This is an optimization exercise on Yosys and OpenROAD, whose aim is small area and a short achievable clock period, not a production implementation.
Function was checked by simulation only, so behaviour that the tests miss may differ from the original.
Power and IR drop assume default switching activity.

==> flow/design.v <==
package dither_pkg;
    localparam int PIX_W = 8;
    localparam int Q_W = 5;
    localparam int SH_W = 6;
    localparam int RGB_W = 24;
    localparam int LINE_TOTAL = 24;
    localparam int LATENCY = 2 * LINE_TOTAL + 3;
    localparam int PIX_STAGES = 11;
    localparam int QLAT = PIX_STAGES + 1;
    localparam int HIST_NEXT = LINE_TOTAL - 5;
    localparam int HIST_FAR  = 2 * LINE_TOTAL - 10;
    localparam int HIST_LEN  = HIST_FAR + 1;
    localparam int CNT_W   = 6;
    localparam int CNT_MAX = LATENCY;
endpackage
import dither_pkg::*;
module diffusion_row
#(
    parameter int K = 3
) (
    input  logic             clk,
    input  logic [PIX_W-1:0] value_in,
    input  logic [K-1:0]     share,
    output logic [PIX_W-1:0] value_out
);
    logic               neg;
    logic [K:0]         lo;
    logic               cy;
    logic [PIX_W-K-1:0] hi;
    logic [PIX_W-K-1:0] hi_new;
    logic               up;
    logic               dn;
    logic [PIX_W-K:0]   all1;
    logic [PIX_W-K:0]   all0;
    logic               ovf;
    logic               unf;
    assign neg = share[K-1];
    assign lo = {1'b0, value_in[K-1:0]} + {1'b0, share};
    assign cy = lo[K];
    assign hi = value_in[PIX_W-1:K];
    assign up = cy && !neg;
    assign dn = !cy && neg;
    always_comb begin
        all1[0] = 1'b1;
        all0[0] = 1'b1;
        for (int i = 0; i < PIX_W - K; i++) begin
            all1[i+1] = all1[i] && hi[i];
            all0[i+1] = all0[i] && !hi[i];
        end
        for (int i = 0; i < PIX_W - K; i++) begin
            hi_new[i] = hi[i] ^ ((up && all1[i]) || (dn && all0[i]));
        end
    end
    assign ovf = up && all1[PIX_W-K];
    assign unf = dn && all0[PIX_W-K];
    always_ff @(posedge clk) begin
        value_out <= unf ? '0 : (ovf ? '1 : {hi_new, lo[K-1:0]});
    end
endmodule
module line_fifo
#(
    parameter int WIDTH = 1,
    parameter int DEPTH = 1
) (
    input  logic             clk,
    input  logic [WIDTH-1:0] din,
    output logic [DEPTH-1:0][WIDTH-1:0] taps
);
    always_ff @(posedge clk) begin
        taps[0] <= din;
        for (int i = 1; i < DEPTH; i++) begin
            taps[i] <= taps[i-1];
        end
    end
endmodule
import dither_pkg::*;
module jjn_quantizer
(
    input  logic             clk,
    input  logic [PIX_W-1:0] value_in,
    input  logic             de_in,
    output logic [Q_W-1:0]   q_out,
    output logic             bd_out
);
    logic signed [5:0] w7;
    logic signed [9:0] u0;
    logic signed [9:0] u1;
    logic              unf;
    logic              ovf;
    logic              b;
    assign w7 = 6'($signed(q_out)) + 6'($signed(q_out) >>> 1) - 6'($signed(q_out) >>> 2);
    assign u0 = $signed({2'b00, value_in}) + w7;
    assign u1 = $signed({2'b00, value_in}) + w7 + 10'sd1;
    assign unf = u0[9];
    assign ovf = !u0[9] && u0[8];
    assign b   = !u0[9] && (u0[8] || u0[7]);
    always_ff @(posedge clk) begin
        if (!de_in || unf || ovf)
            q_out <= '0;
        else
            q_out <= b ? u1[7:3] : u0[7:3];
        bd_out <= b;
    end
endmodule
import dither_pkg::*;
module jjn_dither_top
(
    input  logic             clk,
    input  logic             rst,
    input  logic [RGB_W-1:0] rgb,
    input  logic             de,
    input  logic             hs,
    input  logic             vs,
    output logic [RGB_W-1:0] dout,
    output logic             de_out,
    output logic             hs_out,
    output logic             vs_out
);
    logic [CNT_W-1:0] cnt;
    always_ff @(posedge clk) begin
        if (rst)
            cnt <= '0;
        else if (cnt != CNT_W'(CNT_MAX))
            cnt <= cnt + 1'b1;
    end
    logic [LATENCY-1:0][1:0] sync_taps;
    logic [QLAT:0]           de_taps;
    line_fifo #(.WIDTH(2), .DEPTH(LATENCY)) sync_dly (
        .clk(clk), .din({hs, vs}), .taps(sync_taps)
    );
    line_fifo #(.WIDTH(1), .DEPTH(QLAT + 1)) de_dly (
        .clk(clk), .din(de), .taps(de_taps)
    );
    logic [PIX_STAGES:1][PIX_W-1:0] pix;
    logic [HIST_LEN-2:0][Q_W:0] hist_taps;
    logic [Q_W-1:0]   q_next;
    logic [Q_W-1:0]   q_near;
    logic             bd_near;
    function automatic logic [2:0] share_w1(input logic [Q_W-1:0] q);
        case (q[4:3])
            2'b00:   share_w1 = 3'sd0;
            2'b01:   share_w1 = 3'sd1;
            2'b10:   share_w1 = -3'sd3;
            default: share_w1 = -3'sd2;
        endcase
    endfunction
    function automatic logic [4:0] share_w5(input logic [Q_W-1:0] q);
        share_w5 = $signed(q) - ($signed(q) >>> 3);
    endfunction
    function automatic logic [5:0] share_w7(input logic [Q_W-1:0] q);
        share_w7 = 6'($signed(q)) + 6'($signed(q) >>> 1) - 6'($signed(q) >>> 2);
    endfunction
    logic [5:0] gr;
    logic [6:0] gg;
    logic [5:0] gb;
    logic [6:0] gs_q;
    logic [6:1] gc_q;
    assign gr = rgb[23:18];
    assign gg = rgb[15:9];
    assign gb = rgb[7:2];
    always_ff @(posedge clk) begin
        gs_q <= {gg[6], gr ^ gg[5:0] ^ gb};
        gc_q <= (gr & gg[5:0]) | (gr & gb) | (gg[5:0] & gb);
    end
    logic           keep_next;
    logic           keep_far;
    logic [3:0]     far_q41;
    logic [4:0]     far_w5;
    logic [4:0]     next_w5;
    logic [5:0]     next_w7;
    assign keep_next = !rst && (cnt >= CNT_W'(HIST_NEXT));
    assign keep_far  = !rst && (cnt >= CNT_W'(HIST_FAR));
    logic use_next;
    logic use_far;
    assign use_next = keep_next && !hist_taps[HIST_NEXT-2][Q_W];
    assign use_far  = keep_far && !hist_taps[HIST_FAR-2][Q_W];
    always_ff @(posedge clk) begin
        far_q41 <= use_far ? hist_taps[HIST_FAR-2][Q_W-1:1] : '0;
        far_w5  <= use_far ? share_w5(hist_taps[HIST_FAR-2][Q_W-1:0]) : '0;
        next_w5 <= use_next ? share_w5(hist_taps[HIST_NEXT-2][Q_W-1:0]) : '0;
        next_w7 <= use_next ? share_w7(hist_taps[HIST_NEXT-2][Q_W-1:0]) : '0;
    end
    assign q_next = hist_taps[HIST_NEXT-1][Q_W] ? '0 : hist_taps[HIST_NEXT-1][Q_W-1:0];
    logic [2:0] far_w1;
    assign far_w1 = share_w1({far_q41, 1'b0});
    logic signed [9:0] far0_sum;
    assign far0_sum = $signed({3'b0, gs_q}) + $signed({3'b0, gc_q, 1'b0}) + $signed(far_w1);
    always_ff @(posedge clk) begin
        pix[1] <= far0_sum[9] ? '0 : far0_sum[PIX_W-1:0];
    end
    diffusion_row #(.K(4)) far1 (.clk(clk), .value_in(pix[1]), .share(far_q41), .value_out(pix[2]));
    diffusion_row #(.K(5)) far2 (.clk(clk), .value_in(pix[2]), .share(far_w5), .value_out(pix[3]));
    diffusion_row #(.K(4)) far3 (.clk(clk), .value_in(pix[3]), .share(far_q41), .value_out(pix[4]));
    diffusion_row #(.K(3)) far4 (.clk(clk), .value_in(pix[4]), .share(far_w1), .value_out(pix[5]));
    diffusion_row #(.K(4)) nxt0 (.clk(clk), .value_in(pix[5]), .share(q_next[4:1]), .value_out(pix[6]));
    diffusion_row #(.K(5)) nxt1 (.clk(clk), .value_in(pix[6]), .share(next_w5), .value_out(pix[7]));
    diffusion_row #(.K(6)) nxt2 (.clk(clk), .value_in(pix[7]), .share(next_w7), .value_out(pix[8]));
    diffusion_row #(.K(5)) nxt3 (.clk(clk), .value_in(pix[8]), .share(next_w5), .value_out(pix[9]));
    diffusion_row #(.K(4)) nxt4 (.clk(clk), .value_in(pix[9]), .share(q_next[4:1]), .value_out(pix[10]));
    diffusion_row #(.K(5)) cur0 (.clk(clk), .value_in(pix[10]), .share(share_w5(q_near)), .value_out(pix[11]));
    logic de_eff;
    assign de_eff = de_taps[PIX_STAGES] && (cnt >= CNT_W'(QLAT));
    jjn_quantizer quantizer_i (
        .clk(clk), .value_in(pix[PIX_STAGES]), .de_in(de_eff),
        .q_out(q_near), .bd_out(bd_near)
    );
    logic [Q_W:0] q_code;
    always_comb begin
        if (!de_taps[QLAT])
            q_code = {1'b1, Q_W'(0)};
        else if (q_near == '0 && bd_near)
            q_code = {1'b1, Q_W'(1)};
        else
            q_code = {1'b0, q_near};
    end
    always_ff @(posedge clk) begin
        hist_taps[0] <= q_code;
        for (int i = 1; i < HIST_LEN - 1; i++) begin
            hist_taps[i] <= hist_taps[i-1];
        end
        if (!keep_next) hist_taps[HIST_NEXT-1][Q_W-1:0] <= '0;
    end
    logic       out_ok;
    logic       bd_q;
    logic [2:0] sync_q;
    assign out_ok = !rst && (cnt == CNT_W'(CNT_MAX));
    logic [Q_W:0] out_code;
    logic         out_de;
    logic         out_bd;
    assign out_code = hist_taps[HIST_FAR-1];
    assign out_de   = !out_code[Q_W] || out_code[0];
    assign out_bd   = out_code[Q_W] ? out_code[0] : out_code[Q_W-1];
    always_ff @(posedge clk) begin
        bd_q   <= out_ok && out_bd;
        sync_q <= out_ok ? {out_de, sync_taps[LATENCY-1]} : 3'b000;
    end
    assign dout = {RGB_W{bd_q}};
    assign {de_out, hs_out, vs_out} = sync_q;
endmodule
Settings: LEC_CHECK=0, ABC_AREA=1, CAP_MARGIN=20, CORE_MARGIN=2, CORE_UTILIZATION=60, CTS_BUF_LIST=sky130_fd_sc_hd__clkbuf_16, CTS_CLUSTER_DIAMETER=100, CTS_CLUSTER_SIZE=28, PLACE_DENSITY=0.5, SETUP_SLACK_MARGIN=3.9, SLEW_MARGIN=20; clock period 6.5 ns.
standard.sh (not shown) runs the stock make flow with config.mk's settings and CLKGATE_MAP_FILE= SYNTH_SCRIPT=/design/flow/synth_recipe.tcl, a recipe that flattens the netlist after the stock synthesis.
==> flow/flow/run.sh <==
#!/bin/bash
# The standard layout (standard.sh) with these ORFS settings changed:
#   ADDER_MAP_FILE empty: no adder cells are extracted in synthesis, so ABC
#     maps all of the arithmetic itself (registers and names unchanged);
#   and the placement/CTS/repair settings listed on the make line below.
# Every tool's output goes to orfs_make.log here; ORFS keeps its per-step
# logs under orfs/logs.
set -euo pipefail
bash standard.sh ADDER_MAP_FILE= MATCH_CELL_FOOTPRINT=0 'BUFFER_PORTS_ARGS=-buffer_cell sky130_fd_sc_hd__buf_2' finish > orfs_make.log 2>&1
The starting point produced a clean layout.
==> next run, changes <==
==> flow/flow/run.sh (replaced) <==
#!/bin/bash
# The standard layout (standard.sh) with these changes:
#   synthesis: flow/synth.tcl, the standard synthesis script with abc
#     mapping by flow/area_map.abc, and no adder cells extracted
#     (ADDER_MAP_FILE empty), so abc maps all of the arithmetic;
#   placement/repair: ports buffered with buf_2, resizing not held to the
#     same footprint.
# Every tool's output goes to orfs_make.log here; ORFS keeps its per-step
# logs under orfs/logs.
set -euo pipefail
here=$(pwd)
export FLOW_ABC_SCRIPT=$here/flow/area_map.abc
bash standard.sh ADDER_MAP_FILE= SYNTH_SCRIPT=$here/flow/synth.tcl MATCH_CELL_FOOTPRINT=0 'BUFFER_PORTS_ARGS=-buffer_cell sky130_fd_sc_hd__buf_2' finish > orfs_make.log 2>&1
==> flow/flow/area_map.abc (new file) <==
&get -n
&st
&dch
&nf -R 30 -p
&st
&syn2
&if -g -K 6
&synch2
&nf -R 30 -p
&put
buffer -c
topo
stime -c
upsize -c
dnsize -c
==> flow/flow/synth.tcl (new file) <==
# synth_recipe.tcl (the standard synthesis) with one change: abc maps with
# flow/area_map.abc instead of ORFS's script. Everything before and after
# abc, and so every register and its name, is the same.
proc synth {args} { yosys synth -nofsm -noshare {*}$args }
proc abc {args} {
  set i [lsearch -exact $args -script]
  if {$i >= 0} {
    set args [lreplace $args [expr {$i+1}] [expr {$i+1}] $::env(FLOW_ABC_SCRIPT)]
  }
  yosys abc {*}$args
}
source $::env(SCRIPTS_DIR)/synth.tcl
# left out here: clear keep_hierarchy, flatten, clean up, hide names made inside functions, write 1_2_yosys.v
Settings changed: ABC_AREA 1 to default, PLACE_DENSITY 0.5 to default.
- The new run finished with timing, DRC and antenna clean
- area after synthesis came out lower by 1.0%
- cell area came out higher by 1.4%
- routed wire length is about the same
- die area came out lower by 1.0%
- total power came out higher by 11%
- utilization came out higher by 1.1 points
- combinational power came out higher by 50%
- via count came out lower by 6.5%
- non-clock buffer count came out higher by 24
==> next run, changes <==
==> flow/flow/run.sh (replaced) <==
#!/bin/bash
# The standard layout (standard.sh) with these ORFS settings changed:
#   ADDER_MAP_FILE empty: no adder cells are extracted in synthesis, so ABC
#     maps all of the arithmetic itself (registers and names unchanged);
#   and the placement/CTS/repair settings listed on the make line below.
# Every tool's output goes to orfs_make.log here; ORFS keeps its per-step
# logs under orfs/logs.
set -euo pipefail
bash standard.sh ADDER_MAP_FILE= MATCH_CELL_FOOTPRINT=0 'BUFFER_PORTS_ARGS=-buffer_cell sky130_fd_sc_hd__buf_2' 'CTS_ARGS=-sink_clustering_enable -repair_clock_nets -sink_clustering_size 20 -sink_clustering_max_diameter 80 -buf_list sky130_fd_sc_hd__clkbuf_8 -root_buf sky130_fd_sc_hd__clkbuf_16' finish > orfs_make.log 2>&1
Settings changed: ABC_AREA from default to 1, CTS_BUF_LIST sky130_fd_sc_hd__clkbuf_16 to default, CTS_CLUSTER_DIAMETER 100 to default, CTS_CLUSTER_SIZE 28 to default.
removed: flow/flow/area_map.abc
removed: flow/flow/synth.tcl
Outcome:
- sequential share of layout area increases by 1.2 points
- global-route usage went up by 0.16 points
- cell area came out lower by 2.3%
- synthesized cell count increases by about 20%
- combinational power fell by 33%
- routed wire length goes down by 0.78%
- cell count grows by 16%
- setup slack improved by 0.088 ns
- clock power decreases by about 16%
- worst hold slack improved by 0.0071 ns

========
== job 101 ==
RTL: the design.v shown in full above, as it stands there.
==> flow/config.mk <==
export PLATFORM = sky130hd
export DESIGN_NAME = jjn_dither_top
export DESIGN_NICKNAME = jjn_dither_top
export VERILOG_FILES = /design/flow/design.v
export SDC_FILE = /design/flow/constraint.sdc
export NUM_CORES = 4
export LEC_CHECK = 0
export ABC_AREA = 1
export CAP_MARGIN = 20
export CORE_MARGIN = 2
export CORE_UTILIZATION = 60
export CTS_BUF_LIST = sky130_fd_sc_hd__clkbuf_16
export CTS_CLUSTER_DIAMETER = 100
export CTS_CLUSTER_SIZE = 24
export SETUP_SLACK_MARGIN = 3.9
export SLEW_MARGIN = 20
==> flow/constraint.sdc <==
create_clock -name core_clock -period 6.5 [get_ports {clk}]
set_input_delay 1.3000 -clock core_clock [delete_from_list [all_inputs] [get_ports {clk}]]
set_output_delay 1.3000 -clock core_clock [all_outputs]
set_load 0.01 [all_outputs]
==> flow/flow/run.sh <==
#!/bin/bash
# The standard layout (standard.sh) with these ORFS settings changed:
#   ADDER_MAP_FILE empty: no adder cells are extracted in synthesis, so ABC
#     maps all of the arithmetic itself (registers and names unchanged);
#   and the placement/CTS/repair settings listed on the make line below.
# Every tool's output goes to orfs_make.log here; ORFS keeps its per-step
# logs under orfs/logs.
set -euo pipefail
bash standard.sh ADDER_MAP_FILE= MATCH_CELL_FOOTPRINT=0 'BUFFER_PORTS_ARGS=-buffer_cell sky130_fd_sc_hd__buf_2' finish > orfs_make.log 2>&1
Job 101 ended with every stage complete and zero timing, DRC or antenna violations.
Relative to job 101, the following input files were edited for job 102:
diff --git a/flow/config.mk b/flow/config.mk
--- a/flow/config.mk
+++ b/flow/config.mk
@@ -13,3 +13,4 @@
 export CTS_CLUSTER_DIAMETER = 100
-export CTS_CLUSTER_SIZE = 24
+export CTS_CLUSTER_SIZE = 28
+export PLACE_DENSITY = 0.75
 export SETUP_SLACK_MARGIN = 3.9
Changes observed in job 102 relative to job 101: global-route wire length before repair went up; endpoint arrival time on the critical path went up; worst setup slack for register-to-register paths went down; average wire per cell in the routed design went up.
Summary — fraction of layout cells with a size suffix above 1, job 102 relative to job 101: higher, by 0.34 points.
Final standard cell utilization of the core essentially unchanged between job 102 and job 101.
Number of standard cells in the final layout excluding fillers: job 102 higher than job 101
dout[15] as the critical path endpoint was reported by job 101, and dout[21] by job 102.
On total net switching power, job 102 does worse than job 101.
Compared with job 101, job 102 shows wire length that has gone up by a few percent.
Inputs modified between job 102 and job 103:
diff --git a/flow/config.mk b/flow/config.mk
--- a/flow/config.mk
+++ b/flow/config.mk
@@ -11,6 +11,5 @@
 export CORE_UTILIZATION = 60
-export CTS_BUF_LIST = sky130_fd_sc_hd__clkbuf_16
-export CTS_CLUSTER_DIAMETER = 100
-export CTS_CLUSTER_SIZE = 28
-export PLACE_DENSITY = 0.75
+export CTS_BUF_LIST = sky130_fd_sc_hd__clkbuf_8
+export CTS_CLUSTER_DIAMETER = 80
+export CTS_CLUSTER_SIZE = 20
 export SETUP_SLACK_MARGIN = 3.9
Findings:
- Taking job 102 as the reference, in job 103 total power dropped about 5%; maximum count of clock buffers along a single path saw little to no change; setup slack of the critical path after layout picked up an extra 0.022 ns.
- Going from job 102 to job 103, largest net degree at the start of global routing fell 14%; proportion of power drawn by combinational gates higher.
--- input diff job 103..job 104 ---
diff --git a/flow/config.mk b/flow/config.mk
--- a/flow/config.mk
+++ b/flow/config.mk
@@ -10,4 +10,4 @@
 export CORE_MARGIN = 2
-export CORE_UTILIZATION = 60
-export CTS_BUF_LIST = sky130_fd_sc_hd__clkbuf_8
+export CORE_UTILIZATION = 50
+export CTS_BUF_LIST = sky130_fd_sc_hd__clkbuf_16
 export CTS_CLUSTER_DIAMETER = 80
==> comparison <==
Share of final layout cell area taken by clock buffers and inverters: job 104 > job 103
Compared with job 103, in job 104 sequential power share fell by 6.0 points; number of cells in the finished layout apart from fillers went up by 4.1%; fmax moved up; final area grew by about 3.6%; final hold slack decreased by 0.0053 ns relative to the old numbers.
The run showing the smaller met2 wire length is job 103.
Job 103 → job 104: routed wire length higher, fraction of area in registers lower, pre-CTS setup slack lower, starting utilization of the core area lower.
Setup changes, job 104 to job 105
diff --git a/flow/config.mk b/flow/config.mk
--- a/flow/config.mk
+++ b/flow/config.mk
@@ -10,7 +10,7 @@
 export CORE_MARGIN = 2
-export CORE_UTILIZATION = 50
-export CTS_BUF_LIST = sky130_fd_sc_hd__clkbuf_16
+export CORE_UTILIZATION = 60
+export CTS_BUF_LIST = sky130_fd_sc_hd__clkbuf_8
 export CTS_CLUSTER_DIAMETER = 80
 export CTS_CLUSTER_SIZE = 20
-export SETUP_SLACK_MARGIN = 3.9
+export SETUP_SLACK_MARGIN = 4.1
 export SLEW_MARGIN = 20
Notes after the runs:
All of job 104 and job 105 finish clean. Of the two values seen for termination of the worst setup path, dout[23] was produced by job 105 and dout[21] by job 104. Re global-route usage: job 105 is 2.3 points up on job 104. Job 104 → job 105: power consumed by combinational cells rose by 7.7%, routing usage on met3 stayed essentially flat, footprint of the multi-input gates rose by 4.3%, setup slack after layout fell by 0.066 ns, routed wire length stayed essentially flat. Taking job 105 over job 104, the internal power contribution ratio works out to 0.901. Relative to job 104, the worst path buffer plus inverter count of job 105 is higher by 1.

[static timing again, ports no longer ideal]
No port has a modelled driver above. Below, the same layouts with a new extraction and two added sets of constraints.
Step 1, drivers: a clkbuf_16 drives clk and a buf_2 each remaining input, both assumed.
Step 2 moves the port delays by t, midway between the first and last clock arrival at a register: inputs arrive t later, outputs are due t later. That takes back most of the time a late clock gives input paths.
Slacks: no drivers / after step 1 / after step 2; pairs: no drivers / after step 1.
run | shift t [ns] | slack for setup (ns) | cell pins on the clock port's net
the first run of note 1 | 0.572 | 4.076 / 4.029 / 3.762 | 1
the second run of note 1 | 0.575 | 3.913 / 3.913 / 3.913 | 1
the third run of note 1 | 0.560 | 4.002 / 3.954 / 3.756 | 1
job 101 | 0.584 | 4.060 / 4.014 / 3.763 | 1
job 102 | 0.569 | 3.989 / 3.942 / 3.703 | 1
job 103 | 0.625 | 4.012 / 3.965 / 3.756 | 1
job 104 | 0.603 | 4.050 / 4.000 / 3.694 | 1
job 105 | 0.625 | 3.984 / 3.937 / 3.755 | 1
After both steps setup and hold are still met in every run listed. For job 104, which loses most, drivers alone change the setup slack by -0.050 ns; drivers and shift together by -0.356 ns.
